Context: an optimization exercise on an open-source flow, tuned for a short achievable clock period and few clock cycles. The choices shown serve that exercise and are no tape-out recipe. Function not checked in this run: the RTL went through the layout flow alone. Power figures rest on the tool's default switching activity, not on a simulated workload.

==> design/flow/config.mk <==
export PLATFORM = sky130hd
export DESIGN_NAME = dm_cache
export DESIGN_NICKNAME = dm_cache
export VERILOG_FILES = /design/flow/design.v
export SDC_FILE = /design/flow/constraint.sdc
export NUM_CORES = 4
export LEC_CHECK = 0
export CAP_MARGIN = 20
export CORE_MARGIN = 2
export CORE_UTILIZATION = 35
export SLEW_MARGIN = 20
==> design/flow/constraint.sdc <==
create_clock -name core_clock -period 4.8 [get_ports {clk}]
set_input_delay 0.9600 -clock core_clock [delete_from_list [all_inputs] [get_ports {clk}]]
set_output_delay 0.9600 -clock core_clock [all_outputs]
set_load 0.01 [all_outputs]
==> design/flow/design.v <==
package dm_cache_pkg;
    localparam int WORD_W          = 32;
    localparam int WORDS_PER_BLOCK = 4;
    localparam int BLOCK_W         = WORD_W * WORDS_PER_BLOCK;
    localparam int ADDR_W          = 30;    
    localparam int OFFSET_W        = $clog2(WORDS_PER_BLOCK);
    typedef logic [WORD_W-1:0] word_t;
    typedef word_t [WORDS_PER_BLOCK-1:0] block_t;
    typedef logic [ADDR_W-1:0] word_addr_t;
    typedef logic [ADDR_W-OFFSET_W-1:0] block_addr_t;    
    typedef logic [OFFSET_W-1:0] offset_t;
    typedef enum logic [1:0] {
        S_LOOKUP,        
        S_WRITEBACK,     
        S_REFILL         
    } ctrl_state_e;
endpackage
module cache_line #(
    parameter int TAG_W = 25
) (
    input  logic                   clk,
    input  logic                   rst_n,
    input  logic                   sel,           
    input  logic                   wr_word,       
    input  logic                   fill,          
    input  logic [TAG_W-1:0]       req_tag,
    input  dm_cache_pkg::offset_t  req_offset,
    input  dm_cache_pkg::word_t    wdata,
    input  dm_cache_pkg::block_t   fill_block,
    output logic                   hit,
    output logic                   dirty,
    output logic [TAG_W-1:0]       tag_q,
    output logic [dm_cache_pkg::BLOCK_W-1:0] data_q
);
    logic valid_q;
    always_ff @(posedge clk or negedge rst_n) begin
        if (!rst_n) begin
            valid_q <= 1'b0;
            dirty   <= 1'b0;
        end else if (fill) begin
            valid_q <= 1'b1;
            dirty   <= 1'b0;
        end else if (wr_word) begin
            dirty   <= 1'b1;           
        end
    end
    always_ff @(posedge clk) begin
        if (fill) begin
            tag_q  <= req_tag;
            data_q <= fill_block;
        end else if (wr_word) begin
            data_q[req_offset*dm_cache_pkg::WORD_W +: dm_cache_pkg::WORD_W] <= wdata;
        end
    end
    assign hit = sel && valid_q && (tag_q == req_tag);
endmodule
module cache_ctrl #(
    parameter  int NUM_LINES = 8,
    localparam int IDX_W     = $clog2(NUM_LINES),
    localparam int TAG_W     = dm_cache_pkg::ADDR_W - dm_cache_pkg::OFFSET_W - IDX_W
) (
    input  logic                       clk,
    input  logic                       rst_n,
    input  logic                       proc_read_i,
    input  logic                       proc_write_i,
    input  dm_cache_pkg::word_addr_t   proc_addr_i,
    output logic                       proc_stall_o,
    input  logic                       mem_ready_i,
    output logic                       mem_read_o,
    output logic                       mem_write_o,
    output dm_cache_pkg::block_addr_t  mem_addr_o,
    output dm_cache_pkg::block_t       mem_wdata_o,
    input  logic                       hit_i,
    input  logic                       dirty_i,
    input  logic [TAG_W-1:0]           victim_tag_i,
    input  dm_cache_pkg::block_t       victim_block_i,
    output logic [NUM_LINES-1:0]       sel_o,
    output logic [NUM_LINES-1:0]       wr_word_o,
    output logic [NUM_LINES-1:0]       fill_o
);
    logic [TAG_W-1:0]             req_tag;
    logic [IDX_W-1:0]             req_idx;
    dm_cache_pkg::offset_t        req_off;
    logic                         access;
    logic                         do_write;
    logic                         do_fill;
    dm_cache_pkg::ctrl_state_e    state_q;
    dm_cache_pkg::ctrl_state_e    state_d;
    assign {req_tag, req_idx, req_off} = proc_addr_i;
    assign access = proc_read_i || proc_write_i;
    for (genvar i = 0; i < NUM_LINES; i++) begin : g_line_ctrl
        assign sel_o[i]     = (req_idx == IDX_W'(i));
        assign wr_word_o[i] = (req_idx == IDX_W'(i)) && do_write;
        assign fill_o[i]    = (req_idx == IDX_W'(i)) && do_fill;
    end
    always_ff @(posedge clk or negedge rst_n) begin
        if (!rst_n) begin
            state_q <= dm_cache_pkg::S_LOOKUP;
        end else begin
            state_q <= state_d;
        end
    end
    always_comb begin
        state_d     = state_q;
        do_write    = 1'b0;
        do_fill     = 1'b0;
        mem_read_o  = 1'b0;
        mem_write_o = 1'b0;
        mem_addr_o  = {req_tag, req_idx};
        case (state_q)
            dm_cache_pkg::S_LOOKUP: begin
                if (access && hit_i) begin
                    do_write = proc_write_i;     
                end else if (access) begin
                    state_d = dirty_i ? dm_cache_pkg::S_WRITEBACK
                                      : dm_cache_pkg::S_REFILL;
                end
            end
            dm_cache_pkg::S_WRITEBACK: begin
                mem_write_o = 1'b1;
                mem_addr_o  = {victim_tag_i, req_idx};    
                if (mem_ready_i) begin
                    state_d = dm_cache_pkg::S_REFILL;
                end
            end
            dm_cache_pkg::S_REFILL: begin
                mem_read_o = 1'b1;
                if (mem_ready_i) begin
                    do_fill = 1'b1;                       
                    state_d = dm_cache_pkg::S_LOOKUP;
                end
            end
            default: begin
                state_d = dm_cache_pkg::S_LOOKUP;
            end
        endcase
    end
    assign mem_wdata_o = victim_block_i;
    assign proc_stall_o = (state_q != dm_cache_pkg::S_LOOKUP) || (access && !hit_i);
endmodule
module line_select #(
    parameter  int NUM_LINES = 8,
    localparam int IDX_W     = $clog2(NUM_LINES),
    localparam int TAG_W     = dm_cache_pkg::ADDR_W - dm_cache_pkg::OFFSET_W - IDX_W
) (
    input  dm_cache_pkg::word_addr_t                       proc_addr_i,
    input  logic [NUM_LINES-1:0]                           hit_v,
    input  logic [NUM_LINES-1:0]                           dirty_v,
    input  logic [NUM_LINES-1:0][TAG_W-1:0]                tag_v,
    input  logic [NUM_LINES-1:0][dm_cache_pkg::BLOCK_W-1:0] block_v,
    output logic                                           hit_o,
    output logic                                           dirty_o,
    output logic [TAG_W-1:0]                               victim_tag_o,
    output dm_cache_pkg::block_t                           victim_block_o,
    output dm_cache_pkg::word_t                            rdata_o
);
    logic [IDX_W-1:0]       idx;
    dm_cache_pkg::offset_t  off;
    logic [dm_cache_pkg::BLOCK_W-1:0] blk;      
    assign idx = proc_addr_i[dm_cache_pkg::OFFSET_W +: IDX_W];
    assign off = proc_addr_i[dm_cache_pkg::OFFSET_W-1:0];
    assign hit_o          = hit_v[idx];
    assign dirty_o        = dirty_v[idx];
    assign victim_tag_o   = tag_v[idx];
    assign blk            = block_v[idx];
    assign victim_block_o = blk;
    assign rdata_o        = blk[off*dm_cache_pkg::WORD_W +: dm_cache_pkg::WORD_W];    
endmodule
module dm_cache #(
    parameter int NUM_LINES = 8      
) (
    input  logic           clk,
    input  logic           rst_n,
    input  logic           proc_read_i,
    input  logic           proc_write_i,
    input  logic [29:0]    proc_addr_i,      
    input  logic [31:0]    proc_wdata_i,
    output logic           proc_stall_o,
    output logic [31:0]    proc_rdata_o,
    output logic           mem_read_o,
    output logic           mem_write_o,
    output logic [27:0]    mem_addr_o,       
    output logic [127:0]   mem_wdata_o,      
    input  logic [127:0]   mem_rdata_i,
    input  logic           mem_ready_i
);
    localparam int IDX_W = $clog2(NUM_LINES);
    localparam int TAG_W = dm_cache_pkg::ADDR_W - dm_cache_pkg::OFFSET_W - IDX_W;
    logic                   sel_hit;
    logic                   sel_dirty;
    logic [TAG_W-1:0]       sel_tag;
    dm_cache_pkg::block_t   sel_block;
    logic [NUM_LINES-1:0]                             line_sel;
    logic [NUM_LINES-1:0]                             line_wr_word;
    logic [NUM_LINES-1:0]                             line_fill;
    logic [NUM_LINES-1:0]                             line_hit;
    logic [NUM_LINES-1:0]                             line_dirty;
    logic [NUM_LINES-1:0][TAG_W-1:0]                  line_tag;
    logic [NUM_LINES-1:0][dm_cache_pkg::BLOCK_W-1:0]  line_data;
    cache_ctrl #(
        .NUM_LINES (NUM_LINES)
    ) i_cache_ctrl (
        .clk            (clk),
        .rst_n          (rst_n),
        .proc_read_i    (proc_read_i),
        .proc_write_i   (proc_write_i),
        .proc_addr_i    (proc_addr_i),
        .proc_stall_o   (proc_stall_o),
        .mem_ready_i    (mem_ready_i),
        .mem_read_o     (mem_read_o),
        .mem_write_o    (mem_write_o),
        .mem_addr_o     (mem_addr_o),
        .mem_wdata_o    (mem_wdata_o),
        .hit_i          (sel_hit),
        .dirty_i        (sel_dirty),
        .victim_tag_i   (sel_tag),
        .victim_block_i (sel_block),
        .sel_o          (line_sel),
        .wr_word_o      (line_wr_word),
        .fill_o         (line_fill)
    );
    for (genvar i = 0; i < NUM_LINES; i++) begin : g_line
        cache_line #(
            .TAG_W (TAG_W)
        ) i_cache_line (
            .clk        (clk),
            .rst_n      (rst_n),
            .sel        (line_sel[i]),
            .wr_word    (line_wr_word[i]),
            .fill       (line_fill[i]),
            .req_tag    (proc_addr_i[dm_cache_pkg::ADDR_W-1 -: TAG_W]),
            .req_offset (proc_addr_i[dm_cache_pkg::OFFSET_W-1:0]),
            .wdata      (proc_wdata_i),
            .fill_block (mem_rdata_i),
            .hit        (line_hit[i]),
            .dirty      (line_dirty[i]),
            .tag_q      (line_tag[i]),
            .data_q     (line_data[i])
        );
    end
    line_select #(
        .NUM_LINES (NUM_LINES)
    ) i_line_select (
        .proc_addr_i    (proc_addr_i),
        .hit_v          (line_hit),
        .dirty_v        (line_dirty),
        .tag_v          (line_tag),
        .block_v        (line_data),
        .hit_o          (sel_hit),
        .dirty_o        (sel_dirty),
        .victim_tag_o   (sel_tag),
        .victim_block_o (sel_block),
        .rdata_o        (proc_rdata_o)
    );
endmodule
==> design/flow/run.sh <==
#!/bin/bash
# synth_recipe.tcl (not shown) runs the flow's synth.tcl, then flattens the netlist and writes it again
# the make line also repeats each setting of config.mk as NAME=value (left out here)
make -C /OpenROAD-flow-scripts/flow DESIGN_CONFIG=/design/flow/config.mk WORK_HOME=/design/flow/orfs CLKGATE_MAP_FILE= SYNTH_SCRIPT=/design/flow/synth_recipe.tcl finish
==> results.txt <==
The flow ran to the end and the layout has no timing, DRC or antenna violations. The sequential share of the synthesized area is around 55%. The CTS tree is done. In this run the core area contains 161 standard-cell rows. The logic gate share of total power came out at between 10% and 20%. The portion of total power attributed to the clock network is 38.5%. The proportion of synthesized flip-flops having asynchronous set or reset came out at 1.45%.

The last weighted congestion value of the routability-driven placer is about 0.95. The number of clock sinks seen by CTS is ~1200. The sequential share of power came out at 44.7%. Ranked by total cell area, the synthesized netlist is headed by sky130_fd_sc_hd__edfxtp_1 (54%), sky130_fd_sc_hd__mux4_2 (11%), sky130_fd_sc_hd__nand2_1 (8.0%). The global-route total usage across every layer came out at between 20% and 30%. In the synthesized netlist the dominant register cell turns out to be sky130_fd_sc_hd__edfxtp_1. Yosys printed 2 warnings. The number of antenna violations at the first check in global routing is between 70 and 80. The post-synthesis instance total is 6360. The die covers a little under 200000 µm².

The number of flops mapped to enable cells by yosys came out at 1224. The number of standard cells in the layout, taps in and fillers out came out at between 9000 and 10000. The final worst slack came out at approximately 0.16 ns.

The leakage power is 25.6 nW. The design draws 0.0287 W. Cell internal power was estimated by the tool at 0.0207 W. The critical path is of the in2out type. The H-tree depth came out at 4.

The maximum clock skew at final layout came out at 0.0424 ns. The average size of a mapped cell came out at roughly 11 µm². For this block, the initial DRC count from the detailed router was 7800.

After Yosys synthesis, and, or, nand and nor cells account for between 10% and 20% of the synthesized area. The via count of the first global-routing pass is 50400. Port buffering added roughly 390 buffers. The adder and majority cell fraction of the synthesized area is less than 1%.

The final clock period utilization by the worst path is between 90% and 100%. In the routed design, unresolved DRC markers number 0. The number of synthesized register bits came out at roughly 1200.

The switching power as a share of total power came out at 27.9%. The global-route wire length before repair is roughly 370 mm. The average vias per placed instance came out at roughly 5.9. The first-pass iteration count of the detailed router came out at 7. After floorplanning, the core was sized to cover 193000 µm². IR analysis of the VDD net gives a maximum drop of 0.224 mV. At the pin with the least slew margin, the transition time is 1.26 ns. STA classifies the critical path startpoint as an input port.

The overall via count from detail_route is 54200. The area growth from synthesis to layout is 18.7%. Along the worst path, the maximum fanout reaches 7. The flop-to-flop setup slack came out at 1.64 ns. STA classifies the critical path endpoint as an output port. The sum of negative setup slack came out at 0 ns. The final setup violation count came out at 0. The I/O pin total came out at roughly 390. The pin count of the biggest net entering global routing came out at 193. In this run the worst setup path begins at proc_addr_i[18]. The cell count of the worst reg-to-reg path is 11. The initial utilization of the core area, before any placement, comes to 35.3%. Setup repair after global routing left no endpoint under its margin. The number of placed instances, taps included, is 8880. The average detailed-routed wire length per instance came out at 28.6 µm. The synthesized-area fraction occupied by xor and xnor cells is ~2.6%. The aggregate global routing overflow is 0. The total clock buffers created by CTS is 143. The endpoint of the worst register-to-register path is g_line[6].i_cache_line.data_q[95]. The fraction of final layout cells with drive strength greater than 1 is 14.1%.

Summing the areas of all compound-gate instances in the mapped netlist gives 15.5% of the synthesized area. The top-area cell type share of the netlist area is roughly 54%. The post-synth design cell area is 68000 µm².

The min-delay analysis places its worst path in the category in2async. Dividing total power by cell area gives a power density of 355 nW/µm². In this run the critical register-to-register path is launched from g_line[0].i_cache_line.tag_q[5]. Data on the critical path arrives at its endpoint at 3.68 ns. The tree is rooted in a sky130_fd_sc_hd__clkbuf_16. The post-route minimum period is 4.64 ns. The required time at the endpoint of the critical path is approximately 3.8 ns. Across the whole layout, storage elements account for 37200 µm². For this design, the CTS-stage hold fixing added 0 buffers. The number of max-slew violations in the final report is 0. Synthesis produced a netlist with a net count of 6559. For this run, the share of the core covered by cells in the final layout is 41.9%. The dominant combinational cell family by area after synthesis is compound AO/OA/AOI/OAI gates. Of all cell types, the one taking the most synthesized area is sky130_fd_sc_hd__edfxtp_1. The end of the critical path is proc_stall_o. The routed wire length came out at 263 mm. The number of setup buffers added after CTS is 0. The clock insertion delay at the later pin of the skew report is 0.80 ns. The buffer levels on the longest clock path came out at 3. The die is 445 µm wide. Measured along the y axis, the die boundary spans 445 µm. Detailed placement finished with a half-perimeter wire length of 173 mm. In this run the remaining antenna-violating nets after routing total 0. The unique cell type count in the Yosys netlist came out at 40. The remaining max-slew budget at the tightest pin is 15.7%.

The number of filler cells placed in the layout is 17900. The portion of synthesized area spent on multiplexers is 11.6%. The clock transition time at the flip-flop clock pins of the worst setup and hold paths is 0.06 ns.

The number of hold violations in the final report is 0. The total net switching power is 0.00799 W. The highest attainable clock frequency is 216 MHz. The footprint of the multi-input gates came out at 27300 µm². The number of nets at the end of the flow came out at 6698. The number of max-cap violations is 0. The placement-stage worst setup slack is 0.150 ns.
cells in the mapped netlist (all sizes together), types with 11 or more instances:
cell,instances
nand2,1448
inv,16
mux2i,26
xnor2,155
mux4,340
nand4,44
dfrtp,18
clkbuf,404
edfxtp,1224
nor3,11
and2,128
o21ai,1058
a21oi,1027
nor4,15
buf,344
xor2,45
timing repair:
action | 4_1_cts | 5_1_grt
endpoints found under the hold margin | 0 | 0
gates resized for setup | 0 | 8
setup endpoints to repair | 0 | 1
power by group through the flow:
stage                     clock network [W]  registers [W]  logic, W
after global placement                    0         0.0130   0.00465
after floorplan                           0         0.0130   0.00250
after global routing                 0.0115         0.0129   0.00505
after detailed placement                  0         0.0130   0.00473
final                                0.0110         0.0128   0.00481
after CTS                            0.0111         0.0128   0.00474
critical path, cell delays in order:
cell	delay, ns
sky130_fd_sc_hd__clkdlybuf4s50_1	0.73
sky130_fd_sc_hd__buf_4	0.23
sky130_fd_sc_hd__xor2_1	0.25
sky130_fd_sc_hd__nor4_1	0.10
sky130_fd_sc_hd__buf_4	0.16
sky130_fd_sc_hd__nand4_1	0.11
sky130_fd_sc_hd__nand4_1	0.12
sky130_fd_sc_hd__o21a_1	0.25
sky130_fd_sc_hd__o21ai_0	0.19
sky130_fd_sc_hd__clkdlybuf4s50_1	0.57
layout make-up:
type / instances / share of cell area [%]
well taps: 2526 / 3.91
diodes: 45 / 0.139
inverters: 17 / 0.178
flip-flops and latches: 1242 / 46.1
clock buffers: 180 / 4.68
multi-input cells: 4353 / 33.8
clock inverters: 83 / 1.06
repair buffers: 742 / 10.2
routing by layer:
| metal | wire length (µm) | up-vias | track usage [%] |
|---|---|---|---|
| met5 | 181 | - | 0 |
| met3 | 32500 | 595 | 6.49 |
| met2 | 117000 | 3632 | 38.8 |
| li1 | - | 23500 | - |
| met1 | 95300 | 26400 | 33.6 |
| met4 | 17200 | 30 | 15.7 |
per-stage QoR:
stage	area [µm²]	hold WS [ns]
3_5_place_dp	76000	0.452
4_1_cts	80600	0.474
5_1_grt	80700	0.147
3_3_place_gp	76000	0.454
6_report	80800	0.148
2_1_floorplan	68200	0.434
cells in the final DEF, fill, tap and decap left out, types with 128 or more instances in the layout:
cell type | netlist | final
sky130_fd_sc_hd__a21oi_1 | 1027 | 1025
sky130_fd_sc_hd__and2_1 | 128 | 128
sky130_fd_sc_hd__buf_12 | 0 | 135
sky130_fd_sc_hd__buf_4 | 123 | 223
sky130_fd_sc_hd__clkbuf_16 | 0 | 143
sky130_fd_sc_hd__clkdlybuf4s50_1 | 0 | 377
sky130_fd_sc_hd__edfxtp_1 | 1224 | 1224
sky130_fd_sc_hd__mux4_2 | 340 | 340
sky130_fd_sc_hd__nand2_1 | 1448 | 1448
sky130_fd_sc_hd__o21ai_0 | 1054 | 1052
sky130_fd_sc_hd__xnor2_1 | 155 | 152
sequential cells by signal, summed over array words and instances, names as in the netlist:
register,count
g_line.i_cache_line.dirty,8
g_line.i_cache_line.tag_q,200
i_cache_ctrl.state_q,2
g_line.i_cache_line.data_q,1024
g_line.i_cache_line.valid_q,8
cell families after synthesis:
logic type,Yosys count
buffers and inverters,765
AND/OR/NAND/NOR,1687
flip-flops,1242
XOR/XNOR,200
adder cells (fa/ha/maj),4
multiplexers,366
AO/OA/AOI/OAI,2096
how the worst min path moves through the flow:
stage	cells after the start	to
after floorplan	1	g_line[0].i_cache_line.valid_q
after global placement	1	g_line[4].i_cache_line.valid_q
after detailed placement	1	g_line[4].i_cache_line.valid_q
after CTS	1	g_line[4].i_cache_line.valid_q
after global routing	1	g_line[3].i_cache_line.valid_q
final	1	g_line[3].i_cache_line.valid_q

static timing again, ports no longer ideal:
In the flow no input, the clock included, has a driving cell. The finished layout below was timed again as built, in two steps. Step 1 sets driving cells, clkbuf_16 on the clock port and buf_2 on the other inputs (assumed; they add their load-dependent delay and slew). Step 2 moves the port delays by t, midway between the first and last clock arrival at a register: inputs arrive t later, outputs are due t later. That takes back most of the time a late clock gives input paths. a / b / c = ideal ports / drivers / drivers and shift; a / b = the first two.
t (ns): 0.869
slack for setup (ns): 0.163 / 0.133 / 0.133
worst data-port slew with drivers (ns): 0.25
After both steps this run still meets setup and hold. The setup slack of this run moves by -0.030 ns with the drivers and by -0.030 ns with both steps.
